Source: an optimization exercise on an open RTL-to-GDS flow (aim: small area, a short achievable clock period and few clock cycles per item). Production flows keep margins and buffers that such runs may drop. Power figures rest on the tool's default switching activity, not on a simulated workload.

==> run X <==
==> flow/design.v (excerpt) <==
module poly_cv_gate_to_note_events (
   input  logic                  clock,
   input  logic                  reset,
   input  logic                  req_tvalid,
   output logic                  req_tready,
   input  logic [REQ_DATA_W-1:0] req_tdata,
   input  logic [0:0]            req_tuser,    
   output logic                  rsp_tvalid,
   input  logic                  rsp_tready,
   output logic [RSP_DATA_W-1:0] rsp_tdata,
   output logic [1:0]            rsp_tuser,    
   output logic                  rsp_tlast,
   input  logic                  csr_psel,
   input  logic                  csr_penable,
   input  logic                  csr_pwrite,
   input  logic [CSR_ADDR_W-1:0] csr_paddr,
   input  logic [CSR_DATA_W-1:0] csr_pwdata,
   output logic [CSR_DATA_W-1:0] csr_prdata,
   output logic                  csr_pready
);
clock: 10.0 ns
lec_check: 0
cap_margin: 20
core_margin: 2
core_utilization: 40
slew_margin: 20
standard.sh (not shown) runs the stock make flow with config.mk's settings and CLKGATE_MAP_FILE= SYNTH_SCRIPT=/design/flow/synth_recipe.tcl, a recipe that flattens the netlist after the stock synthesis.
==> flow/flow/run.sh <==
#!/bin/bash
# Layout flow: the standard layout (standard.sh, with its synthesis
# unchanged), run with timing repair aimed below the clock period, small
# plain buffers on the ports (resized by repair where timing needs it) and
# larger clock-tree sink clusters. Each tool's output goes to a log file here.
set -euo pipefail
export SETUP_SLACK_MARGIN=6.3
export BUFFER_PORTS_ARGS="-buffer_cell sky130_fd_sc_hd__buf_1"
export CTS_CLUSTER_SIZE=25
export CTS_CLUSTER_DIAMETER=100
bash standard.sh > standard_flow.log 2>&1
==> inputs of run F, as changes to run X <==
--- a/flow/design.v
+++ b/flow/design.v
@@ -342,56 +342,75 @@
    logic          o_on_ff;
    logic [1:0]    o_kind_ff;
    logic [3:0]    o_lane_ff;
    logic [6:0]    o_note_ff;
    logic [12:0]   o_vel_ff;
    logic [21:0]   o_off_ff;
    logic [15:0]   o_time_ff;
    logic          o_last_ff;
-   logic          s_valid_ff;
-   logic [EW-1:0] s_ff;
+   logic [1:0]    cnt_ff;         
+   logic [1:0]    cnt_nx;
+   logic [EW-1:0] q0_ff;
+   logic [EW-1:0] q1_ff;
    logic [EW-1:0] e_bus;
    logic [EW-1:0] o_src;
    logic          o_free;
+   logic          o_take;         
+   logic          pop;
+   logic          to_q;
    assign e_bus  = {e_on, e_last, e_kind, e_lane, e_note, e_vel, e_off, e_time};
    assign o_free = !o_valid_ff || (rsp_tready && !o_on_ff);
-   assign o_src  = s_valid_ff ? s_ff : e_bus;
-   assign skid_busy    = s_valid_ff;
-   assign skid_busy_nx = s_valid_ff ? !o_free : (push && !o_free);
+   assign o_take = o_free && !o_on_ff;
+   assign o_src  = (cnt_ff != 2'd0) ? q0_ff : e_bus;
+   assign pop    = o_take && (cnt_ff != 2'd0);
+   assign to_q   = push && !(o_take && cnt_ff == 2'd0);
+   assign cnt_nx = cnt_ff - 2'(pop) + 2'(to_q);
+   assign skid_busy    = (cnt_ff == 2'd2);
+   assign skid_busy_nx = (cnt_nx == 2'd2);
    always_ff @(posedge clock) begin
       if (reset) begin
          o_valid_ff <= 1'b0;
          o_on_ff    <= 1'b0;
-         s_valid_ff <= 1'b0;
+         cnt_ff     <= 2'd0;
       end else begin
          if (o_on_ff) begin
             if (rsp_tready) begin
                o_on_ff <= 1'b0;
             end
          end else if (o_free) begin
-            o_valid_ff <= s_valid_ff || push;
-            o_on_ff    <= o_src[EW-1] && (s_valid_ff || push);
+            o_valid_ff <= (cnt_ff != 2'd0) || push;
+            o_on_ff    <= o_src[EW-1] && ((cnt_ff != 2'd0) || push);
          end
-         s_valid_ff <= skid_busy_nx;
+         cnt_ff <= cnt_nx;
       end
    end
    always_ff @(posedge clock) begin
       if (o_on_ff) begin
          if (rsp_tready) begin
             o_kind_ff <= EVT_PITCH;
             o_vel_ff  <= '0;
             o_last_ff <= 1'b1;
          end
       end else if (o_free) begin
          {o_last_ff, o_kind_ff, o_lane_ff, o_note_ff, o_vel_ff, o_off_ff, o_time_ff} <= o_src[EW-2:0];
          o_last_ff <= o_src[EW-2] && !o_src[EW-1];
       end
-      if (!s_valid_ff) begin
-         s_ff <= e_bus;
+      if (pop) begin
+         q0_ff <= (cnt_ff == 2'd2) ? q1_ff : e_bus;
+         if (to_q && cnt_ff == 2'd2) begin
+            q1_ff <= e_bus;
+         end
+      end else begin
+         if (cnt_ff == 2'd0) begin
+            q0_ff <= e_bus;
+         end
+         if (to_q && cnt_ff == 2'd1) begin
+            q1_ff <= e_bus;
+         end
       end
    end
    assign rsp_tvalid = o_valid_ff;
    assign rsp_tuser  = o_kind_ff;
    assign rsp_tlast  = o_last_ff;
    assign rsp_tdata  = {2'd0, o_time_ff, o_off_ff & {22{!o_on_ff}}, o_vel_ff, o_note_ff, o_lane_ff};
 endmodule
 import pcg_pkg::*;
@@ -436,17 +455,16 @@
    logic               b_final_ff;     
    logic               it_reset_ff;    
    logic [15:0]        it_sel_ff;      
    logic [15:0]        it_pend_ff;     
    logic               it_use_ff;      
    logic               it_ge_ff;       
    logic               it_le_ff;       
    logic signed [19:0] it_t_ff;        
-   logic [19:0]        it_tw_ff;       
    logic [12:0]        it_vhs_ff;      
    logic [12:0]        it_vhk_ff;
    logic               it_vc_ff;
    logic [1:0]         it_vsel_ff;
    logic               noev_ff;        
    logic               fire_ff;        
    logic               done_ff;        
    logic               bfree_ff;       
@@ -538,17 +556,17 @@
       .rd_t      (mem_t),
       .gates     (gates),
       .gates_nx  (gates_nx),
       .gate_set  (gate_set),
       .gate_clr  (gate_clr),
       .note_we   (note_we),
       .t_we      (t_we),
       .wr_note   (c_note),
-      .wr_t      (it_tw_ff)
+      .wr_t      (it_t_ff)
    );
    pcg_velocity_pre u_velocity_pre (
       .vel_t (a_vt_ff),
       .hi_s  (a_vhs),
       .hi_k  (a_vhk),
       .c6    (a_vc)
    );
    pcg_velocity u_velocity (
@@ -702,26 +720,21 @@
          it_t_ff     <= a_t;
          it_vhs_ff   <= a_vhs;
          it_vhk_ff   <= a_vhk;
          it_vc_ff    <= a_vc;
          it_vsel_ff  <= a_vsel_ff;
          it_time_ff  <= a_time_ff;
          rec_gate_ff <= a_gate;
          rec_note_ff <= (note_wr && |(it_sel_ff & a_sel)) ? c_note : mem_note;
-         rec_t_ff    <= (t_wr && |(it_sel_ff & a_sel)) ? it_tw_ff : mem_t;
+         rec_t_ff    <= (t_wr && |(it_sel_ff & a_sel)) ? it_t_ff : mem_t;
       end else if (fire && wphase) begin
          it_pend_ff  <= it_pend_ff & ~walk_sel;
       end
    end
-   always_ff @(posedge clock) begin
-      if (a_move) begin
-         it_tw_ff <= a_t;
-      end
-   end
    assign pending   = it_pend_ff;
    assign rd_sel    = (b_valid_ff && wphase) ? walk_sel : a_sel;
    assign walk_note = mem_note;
    assign walk_any = |pending;
    always_comb begin
       walk_sel  = '0;
       walk_lane = '0;
       for (int i = 15; i >= 0; i--) begin
==> flow/flow/run.sh (replaced) <==
#!/bin/bash
# Layout flow: the standard layout (standard.sh, with its synthesis
# unchanged), run with timing repair aimed below the clock period, small
# plain buffers on the ports (resized by repair where timing needs it) and
# larger clock-tree sink clusters. Each tool's output goes to a log file here.
set -euo pipefail
export SETUP_SLACK_MARGIN=6.15
export BUFFER_PORTS_ARGS="-buffer_cell sky130_fd_sc_hd__buf_1"
export CTS_CLUSTER_SIZE=25
export CTS_CLUSTER_DIAMETER=100
bash standard.sh > standard_flow.log 2>&1
==> inputs of run P, as changes to run X <==
--- a/flow/design.v
+++ b/flow/design.v
@@ -22,18 +22,19 @@
    input  logic                  reset,
    input  logic                  csr_psel,
    input  logic                  csr_penable,
    input  logic                  csr_pwrite,
    input  logic [CSR_ADDR_W-1:0] csr_paddr,
    input  logic [CSR_DATA_W-1:0] csr_pwdata,
    output logic [CSR_DATA_W-1:0] csr_prdata,
    output logic                  csr_pready,
-   output logic signed [16:0]    gate_high,
-   output logic signed [16:0]    gate_low,
+   input  logic signed [16:0]    level,       
+   output logic                  level_ge,    
+   output logic                  level_le,    
    output logic [15:0]           threshold
 );
    logic signed [16:0] gate_high_ff;
    logic signed [16:0] gate_low_ff;
    logic [15:0]        threshold_ff;
    logic [16:0]        rd_lo_ff;
    logic               rd_hi_ff;
    logic               wr_beat;
@@ -41,18 +42,23 @@
    logic               wr_low;
    logic signed [16:0] wr_level;
    assign csr_pready = 1'b1;
    assign wr_beat    = csr_psel && csr_penable && csr_pwrite;
    assign wr_high    = wr_beat && csr_paddr[3:2] == REG_GATE_HIGH;
    assign wr_low     = wr_beat && csr_paddr[3:2] == REG_GATE_LOW;
    assign wr_level   = csr_pwdata[16:0];
    assign threshold  = threshold_ff;
-   assign gate_high  = gate_high_ff;
-   assign gate_low   = gate_low_ff;
+   logic ge_reg, ge_wr, le_reg, le_wr;
+   pcg_uge #(.W(17)) u_ge_reg (.a(level ^ 17'h10000), .b(gate_high_ff ^ 17'h10000), .ge(ge_reg));
+   pcg_uge #(.W(17)) u_ge_wr  (.a(level ^ 17'h10000), .b(wr_level ^ 17'h10000),     .ge(ge_wr));
+   pcg_uge #(.W(17)) u_le_reg (.a(gate_low_ff ^ 17'h10000), .b(level ^ 17'h10000),  .ge(le_reg));
+   pcg_uge #(.W(17)) u_le_wr  (.a(wr_level ^ 17'h10000), .b(level ^ 17'h10000),     .ge(le_wr));
+   assign level_ge = wr_high ? ge_wr : ge_reg;
+   assign level_le = wr_low  ? le_wr : le_reg;
    always_ff @(posedge clock) begin
       if (reset) begin
          gate_high_ff <= GATE_HIGH_RST;
          gate_low_ff  <= GATE_LOW_RST;
          threshold_ff <= THRESHOLD_RST;
       end else begin
          if (wr_high) begin
             gate_high_ff <= wr_level;
@@ -89,16 +95,18 @@
 endmodule
 import pcg_pkg::*;
 module pcg_lane_mem (
    input  logic               clock,
    input  logic               reset,
    input  logic [15:0]        rd_sel,
    output logic [6:0]         rd_note,
    output logic [19:0]        rd_t,
+   input  logic [15:0]        walk_sel,
+   output logic [6:0]         walk_note,
    output logic [15:0]        gates,
    output logic [15:0]        gates_nx,
    input  logic [15:0]        gate_set,
    input  logic [15:0]        gate_clr,
    input  logic [15:0]        note_we,
    input  logic [15:0]        t_we,
    input  logic [6:0]         wr_note,
    input  logic [19:0]        wr_t
@@ -106,19 +114,21 @@
    logic [15:0] gate_ff;
    logic [6:0]  note_ff [0:15];
    logic [19:0] t_ff    [0:15];
    assign gates    = gate_ff;
    assign gates_nx = (gate_ff & ~gate_clr) | gate_set;
    always_comb begin
       rd_note   = '0;
       rd_t      = '0;
+      walk_note = '0;
       for (int i = 0; i < 16; i++) begin
          rd_note   = rd_note   | (note_ff[i] & {7{rd_sel[i]}});
          rd_t      = rd_t      | (t_ff[i] & {20{rd_sel[i]}});
+         walk_note = walk_note | (note_ff[i] & {7{walk_sel[i]}});
       end
    end
    always_ff @(posedge clock) begin
       if (reset) begin
          gate_ff <= '0;
       end else begin
          gate_ff <= gates_nx;
       end
@@ -229,38 +239,38 @@
       end
       nonneg = !(s[23] ^ k[23] ^ gg[22]);
    end
 endmodule
 module pcg_velocity_pre (
    input  logic [17:0] vel_t,       
    output logic [12:0] hi_s,
    output logic [12:0] hi_k,
-   output logic        c6
+   output logic        c17
 );
-   logic [18:0] s1, k1, s2, k2, s3, k3;
-   logic        no_c6;
-   pcg_csa #(.W(19)) u_v1 (.a(19'(vel_t) << 1), .b(19'(vel_t >> 3)), .c(19'(vel_t >> 7)),
-                           .s(s1), .k(k1));
-   pcg_csa #(.W(19)) u_v2 (.a(s1), .b(k1), .c(19'(vel_t >> 11)), .s(s2), .k(k2));
-   pcg_csa #(.W(19)) u_v3 (.a(s2), .b(k2), .c(19'd38), .s(s3), .k(k3));
-   pcg_uge #(.W(6)) u_c6 (.a(~k3[5:0]), .b(s3[5:0]), .ge(no_c6));
-   assign c6   = !no_c6;
-   assign hi_s = s3[18:6];
-   assign hi_k = k3[18:6];
+   logic [29:0] v_s1, v_k1, v_s2, v_k2, v_s3, v_k3;
+   pcg_csa #(.W(30)) u_v1 (.a(30'(vel_t)), .b(30'(vel_t) << 4), .c(30'(vel_t) << 8),
+                           .s(v_s1), .k(v_k1));
+   pcg_csa #(.W(30)) u_v2 (.a(v_s1), .b(v_k1), .c(30'(vel_t) << 12), .s(v_s2), .k(v_k2));
+   pcg_csa #(.W(30)) u_v3 (.a(v_s2), .b(v_k2), .c(30'h12000), .s(v_s3), .k(v_k3));
+   logic        no_c17;
+   pcg_uge #(.W(17)) u_c17 (.a(~v_k3[16:0]), .b(v_s3[16:0]), .ge(no_c17));
+   assign c17 = !no_c17;
+   assign hi_s = v_s3[29:17];
+   assign hi_k = v_k3[29:17];
 endmodule
 module pcg_velocity (
    input  logic [12:0] hi_s,
    input  logic [12:0] hi_k,
-   input  logic        c6,
+   input  logic        c17,
    input  logic [1:0]  vel_sel,     
    output logic [12:0] velocity
 );
    logic [12:0] quot;
-   pcg_add #(.W(13)) u_hi (.a(hi_s), .b(hi_k), .cin(c6), .s(quot));
+   pcg_add #(.W(13)) u_hi (.a(hi_s), .b(hi_k), .cin(c17), .s(quot));
    always_comb begin
       case (vel_sel)
          2'd0:    velocity = quot;
          2'd1:    velocity = VEL_DEFAULT;
          2'd2:    velocity = 13'd0;
          default: velocity = VEL_FULL;
       endcase
    end
@@ -410,43 +420,41 @@
    input  logic                  csr_psel,
    input  logic                  csr_penable,
    input  logic                  csr_pwrite,
    input  logic [CSR_ADDR_W-1:0] csr_paddr,
    input  logic [CSR_DATA_W-1:0] csr_pwdata,
    output logic [CSR_DATA_W-1:0] csr_prdata,
    output logic                  csr_pready
 );
-   logic signed [16:0] gate_high;
-   logic signed [16:0] gate_low;
+   logic               in_ge;
+   logic               in_le;
    logic [15:0]        threshold;
    logic               rdy_ff;         
    logic               a_valid_ff;
    logic               a_reset_ff;
    logic [3:0]         a_lane_ff;
    logic [4:0]         a_req_ff;       
-   logic signed [16:0] a_gate_ff;
-   logic               a_ge;           
-   logic               a_le;           
+   logic               a_ge_ff;
+   logic               a_le_ff;
    logic signed [16:0] a_pitch_ff;
    logic signed [6:0]  a_m_ff;         
    logic [17:0]        a_vt_ff;        
    logic [1:0]         a_vsel_ff;
    logic [15:0]        a_time_ff;
    logic               b_valid_ff;
    logic               b_simple_ff;    
    logic               b_final_ff;     
    logic               it_reset_ff;    
    logic [15:0]        it_sel_ff;      
    logic [15:0]        it_pend_ff;     
    logic               it_use_ff;      
    logic               it_ge_ff;       
    logic               it_le_ff;       
    logic signed [19:0] it_t_ff;        
-   logic [19:0]        it_tw_ff;       
    logic [12:0]        it_vhs_ff;      
    logic [12:0]        it_vhk_ff;
    logic               it_vc_ff;
    logic [1:0]         it_vsel_ff;
    logic               noev_ff;        
    logic               fire_ff;        
    logic               done_ff;        
    logic               bfree_ff;       
@@ -467,17 +475,16 @@
    logic [12:0]        a_vhk;
    logic               a_vc;
    logic [15:0]        a_pend;
    logic [12:0]        c_vel;
    logic [6:0]         mem_note;
    logic [19:0]        mem_t;
    logic [15:0]        walk_sel;
    logic [6:0]         walk_note;
-   logic [15:0]        rd_sel;
    logic [15:0]        gates;
    logic [15:0]        gates_nx;
    logic [15:0]        gate_set;
    logic [15:0]        gate_clr;
    logic [15:0]        note_we;
    logic [15:0]        t_we;
    logic               note_wr;
    logic               t_wr;
@@ -494,16 +501,17 @@
    logic               fire;
    logic               b_done;
    logic               a_move;
    logic               a_valid_nx;
    logic               b_valid_nx;
    logic               b_final_nx;
    logic               step_nx;
    logic               wphase;         
+   logic [15:0]        pend_nx;
    logic               bfree_nx;
    logic               noev_nx;
    logic               fire_nx;
    logic               a_use;
    logic               a_gate;
    logic               rise, fall, held;
    logic               s_event;
    logic               skid_busy;
@@ -521,45 +529,48 @@
       .reset       (reset),
       .csr_psel    (csr_psel),
       .csr_penable (csr_penable),
       .csr_pwrite  (csr_pwrite),
       .csr_paddr   (csr_paddr),
       .csr_pwdata  (csr_pwdata),
       .csr_prdata  (csr_prdata),
       .csr_pready  (csr_pready),
-      .gate_high   (gate_high),
-      .gate_low    (gate_low),
+      .level       (in_gate),
+      .level_ge    (in_ge),
+      .level_le    (in_le),
       .threshold   (threshold)
    );
    pcg_lane_mem u_lane_mem (
       .clock     (clock),
       .reset     (reset),
-      .rd_sel    (rd_sel),
+      .rd_sel    (a_sel),
       .rd_note   (mem_note),
       .rd_t      (mem_t),
+      .walk_sel  (walk_sel),
+      .walk_note (walk_note),
       .gates     (gates),
       .gates_nx  (gates_nx),
       .gate_set  (gate_set),
       .gate_clr  (gate_clr),
       .note_we   (note_we),
       .t_we      (t_we),
       .wr_note   (c_note),
-      .wr_t      (it_tw_ff)
+      .wr_t      (it_t_ff)
    );
    pcg_velocity_pre u_velocity_pre (
       .vel_t (a_vt_ff),
       .hi_s  (a_vhs),
       .hi_k  (a_vhk),
-      .c6    (a_vc)
+      .c17   (a_vc)
    );
    pcg_velocity u_velocity (
       .hi_s     (it_vhs_ff),
       .hi_k     (it_vhk_ff),
-      .c6       (it_vc_ff),
+      .c17      (it_vc_ff),
       .vel_sel  (it_vsel_ff),
       .velocity (c_vel)
    );
    pcg_note_calc u_note_calc (
       .a           ({it_t_ff, 2'b00}),
       .rec_note    (rec_note_ff),
       .rec_a       ({rec_t_ff, 2'b00}),
       .threshold   (threshold),
@@ -599,64 +610,76 @@
          a_lane_ff  <= req_tdata[3:0];
          if (in_count == 5'd0) begin
             a_req_ff <= 5'd1;
          end else if (in_count > 5'd16) begin
             a_req_ff <= 5'd16;
          end else begin
             a_req_ff <= in_count;
          end
-         a_gate_ff  <= in_gate;
+         a_ge_ff    <= in_ge;
+         a_le_ff    <= in_le;
          a_pitch_ff <= req_tdata[42:26];
          a_m_ff     <= 7'sd15 + 7'($signed(req_tdata[47:43])) + (7'($signed(req_tdata[47:43])) <<< 1);
          a_vt_ff    <= in_vt;
          if (!req_tdata[65]) begin
             a_vsel_ff <= 2'd1;
          end else if (in_vl[16] || in_vl == 17'd0) begin
             a_vsel_ff <= 2'd2;
          end else if (in_vl >= 17'sd40955) begin
             a_vsel_ff <= 2'd3;
          end else begin
             a_vsel_ff <= 2'd0;
          end
          a_time_ff  <= req_tdata[81:66];
       end
    end
-   pcg_uge #(.W(17)) u_ge (.a(a_gate_ff ^ 17'h10000), .b(gate_high ^ 17'h10000), .ge(a_ge));
-   pcg_uge #(.W(17)) u_le (.a(gate_low ^ 17'h10000), .b(a_gate_ff ^ 17'h10000), .ge(a_le));
    assign a_lane0  = (a_lane_ff == 4'd0);
    assign a_sel    = 16'(1) << a_lane_ff;
    assign a_simple = (a_pend == 16'd0);
    pcg_csa #(.W(20)) u_a_csa (
       .a (20'(a_pitch_ff)),
       .b (20'(a_pitch_ff) << 1),
       .c (20'(a_m_ff) << 12),
       .s (a_t_s),
       .k (a_t_k)
    );
    pcg_add #(.W(20)) u_a_add (.a(a_t_s), .b(a_t_k), .cin(1'b0), .s(a_t));
+   function automatic logic lowest_only(input logic [15:0] x);
+      logic seen;
+      logic two;
+      seen = 1'b0;
+      two  = 1'b0;
+      for (int i = 0; i < 16; i++) begin
+         two  = two | (seen & x[i]);
+         seen = seen | x[i];
+      end
+      lowest_only = !two;
+   endfunction
    assign wphase = !(b_simple_ff || b_final_ff);
-   assign step   = !wphase;
+   assign step   = !wphase || (it_reset_ff && walk_single);
    assign fire   = fire_ff;
    assign b_done = done_ff;
    assign a_move = a_valid_ff && bfree_ff;
    assign a_use  = !a_reset_ff && (a_lane0 || {1'b0, a_lane_ff} < lanes_ff);
    assign a_gate = |(gates_nx & a_sel);
    always_comb begin
       a_valid_nx = rdy_ff ? req_tvalid : a_valid_ff;
       b_valid_nx = a_move || (b_valid_ff && !b_done);
       if (bfree_ff) begin
          b_final_nx = 1'b0;
-         step_nx    = a_simple;
-         noev_nx    = !a_use || (!a_gate && !a_ge);
+         pend_nx    = a_pend;
+         step_nx    = a_simple || (a_reset_ff && lowest_only(a_pend));
+         noev_nx    = a_simple && (!a_use || (!a_gate && !a_ge_ff));
       end else begin
          noev_nx    = noev_ff;
          b_final_nx = b_final_ff
                       || (b_valid_ff && wphase && (!walk_any || (fire && walk_single)));
-         step_nx    = b_simple_ff || b_final_nx;
+         pend_nx    = (fire && wphase) ? (pending & ~walk_sel) : pending;
+         step_nx    = b_simple_ff || b_final_nx || (it_reset_ff && lowest_only(pend_nx));
       end
       fire_nx  = b_valid_nx && (!skid_busy_nx || (noev_nx && step_nx));
       bfree_nx = !b_valid_nx || (fire_nx && step_nx);
    end
    always_ff @(posedge clock) begin
       if (reset) begin
          rdy_ff     <= 1'b1;
          a_valid_ff <= 1'b0;
@@ -692,39 +715,32 @@
    end
    always_ff @(posedge clock) begin
       if (bfree_ff) begin
          b_simple_ff <= a_simple;
          it_reset_ff <= a_reset_ff;
          it_sel_ff   <= a_sel;
          it_pend_ff  <= a_pend;
          it_use_ff   <= a_use;
-         it_ge_ff    <= a_ge;
-         it_le_ff    <= a_le;
+         it_ge_ff    <= a_ge_ff;
+         it_le_ff    <= a_le_ff;
          it_t_ff     <= a_t;
          it_vhs_ff   <= a_vhs;
          it_vhk_ff   <= a_vhk;
          it_vc_ff    <= a_vc;
          it_vsel_ff  <= a_vsel_ff;
          it_time_ff  <= a_time_ff;
          rec_gate_ff <= a_gate;
          rec_note_ff <= (note_wr && |(it_sel_ff & a_sel)) ? c_note : mem_note;
-         rec_t_ff    <= (t_wr && |(it_sel_ff & a_sel)) ? it_tw_ff : mem_t;
+         rec_t_ff    <= (t_wr && |(it_sel_ff & a_sel)) ? it_t_ff : mem_t;
       end else if (fire && wphase) begin
          it_pend_ff  <= it_pend_ff & ~walk_sel;
       end
    end
-   always_ff @(posedge clock) begin
-      if (a_move) begin
-         it_tw_ff <= a_t;
-      end
-   end
-   assign pending   = it_pend_ff;
-   assign rd_sel    = (b_valid_ff && wphase) ? walk_sel : a_sel;
-   assign walk_note = mem_note;
+   assign pending  = it_pend_ff;
    assign walk_any = |pending;
    always_comb begin
       walk_sel  = '0;
       walk_lane = '0;
       for (int i = 15; i >= 0; i--) begin
          if (pending[i]) begin
             walk_sel  = 16'(1) << i;
             walk_lane = 4'(i);
==> flow/flow/run.sh (replaced) <==
#!/bin/bash
# Layout flow: the standard layout (standard.sh, with its synthesis
# unchanged), run with timing repair aimed below the clock period, small
# plain buffers on the ports (resized by repair where timing needs it) and
# larger clock-tree sink clusters. Each tool's output goes to a log file here.
set -euo pipefail
export SETUP_SLACK_MARGIN=6
export BUFFER_PORTS_ARGS="-buffer_cell sky130_fd_sc_hd__buf_1"
export CTS_CLUSTER_SIZE=25
export CTS_CLUSTER_DIAMETER=100
bash standard.sh > standard_flow.log 2>&1
==> comparison table <==
quantity	run X	run F	run P
Post-layout instance area	44300 µm²	47400 µm²	44300 µm²
Non-clock inverter instance count of the final layout	172	197	208
IR drop worst, VDD	0.120 mV	0.177 mV	0.147 mV
Via-to-Cell Ratio	5.65	5.57	5.96
Reg area	25400 µm²	27200 µm²	24100 µm²
Worst hold-check slack	426 ps	425 ps	427 ps
Path length in cells of the critical path	14	17	12
Initial cell density of the core	40.3%	40.4%	40.4%
Post-place setup slack	5020 ps	4380 ps	4810 ps
Number of antenna violations at the first check in global routing	1	4	8
Met2 track demand over resource	31.1%	33.6%	36.1%
Topmost layer with routed signal wires	met4	met5	met4
Result of the run	no timing/DRC/antenna violations	no timing/DRC/antenna violations	no timing/DRC/antenna violations
Aggregate global-route resource usage	20.3%	20.5%	23.0%
Arrival time worst endpoint	4410 ps	4560 ps	4210 ps
Mapped cell area	38800 µm²	41800 µm²	39900 µm²
Routed WL	105 mm	117 mm	120 mm
Start point of the worst hold path	a_time_ff[4]$_DFFE_PP_	a_time_ff[7]$_DFFE_PP_	a_time_ff[4]$_DFFE_PP_
Buffers plus inverters on the worst setup path	3	1	2
Per-instance average area after synthesis	13.5 µm²	12.8 µm²	12.5 µm²
Overall die width	316 µm	327 µm	320 µm
No functional check of the RTL was part of any run of this note.

[what the ideal ports hide]
In the flow no input, the clock included, has a driving cell. The finished layouts below were timed again as built, in two steps.
Step 1 assumes that a clkbuf_16 drives the clock port and a buf_2 every other input.
Step 2 moves the port delays by t, midway between the first and last clock arrival at a register: inputs arrive t later, outputs are due t later. That takes back most of the time a late clock gives input paths.
a / b / c = ideal / step 1 / step 2; a / b = the first two.
run | shift t [ns] | slack for setup (ns) | worst register clock-pin slew, ns | pins driven straight from the clock port
run X | 0.693 | 5.970 / 5.970 / 5.612 | 0.12 / 0.12 | 1
run F | 0.694 | 5.954 / 5.954 / 5.467 | 0.11 / 0.11 | 1
run P | 0.678 | 6.069 / 6.069 / 5.528 | 0.11 / 0.11 | 1
After both steps every run listed still meets setup and hold. The setup slack of run P, which loses most, moves by 0.000 ns with the drivers and by -0.541 ns with both steps.
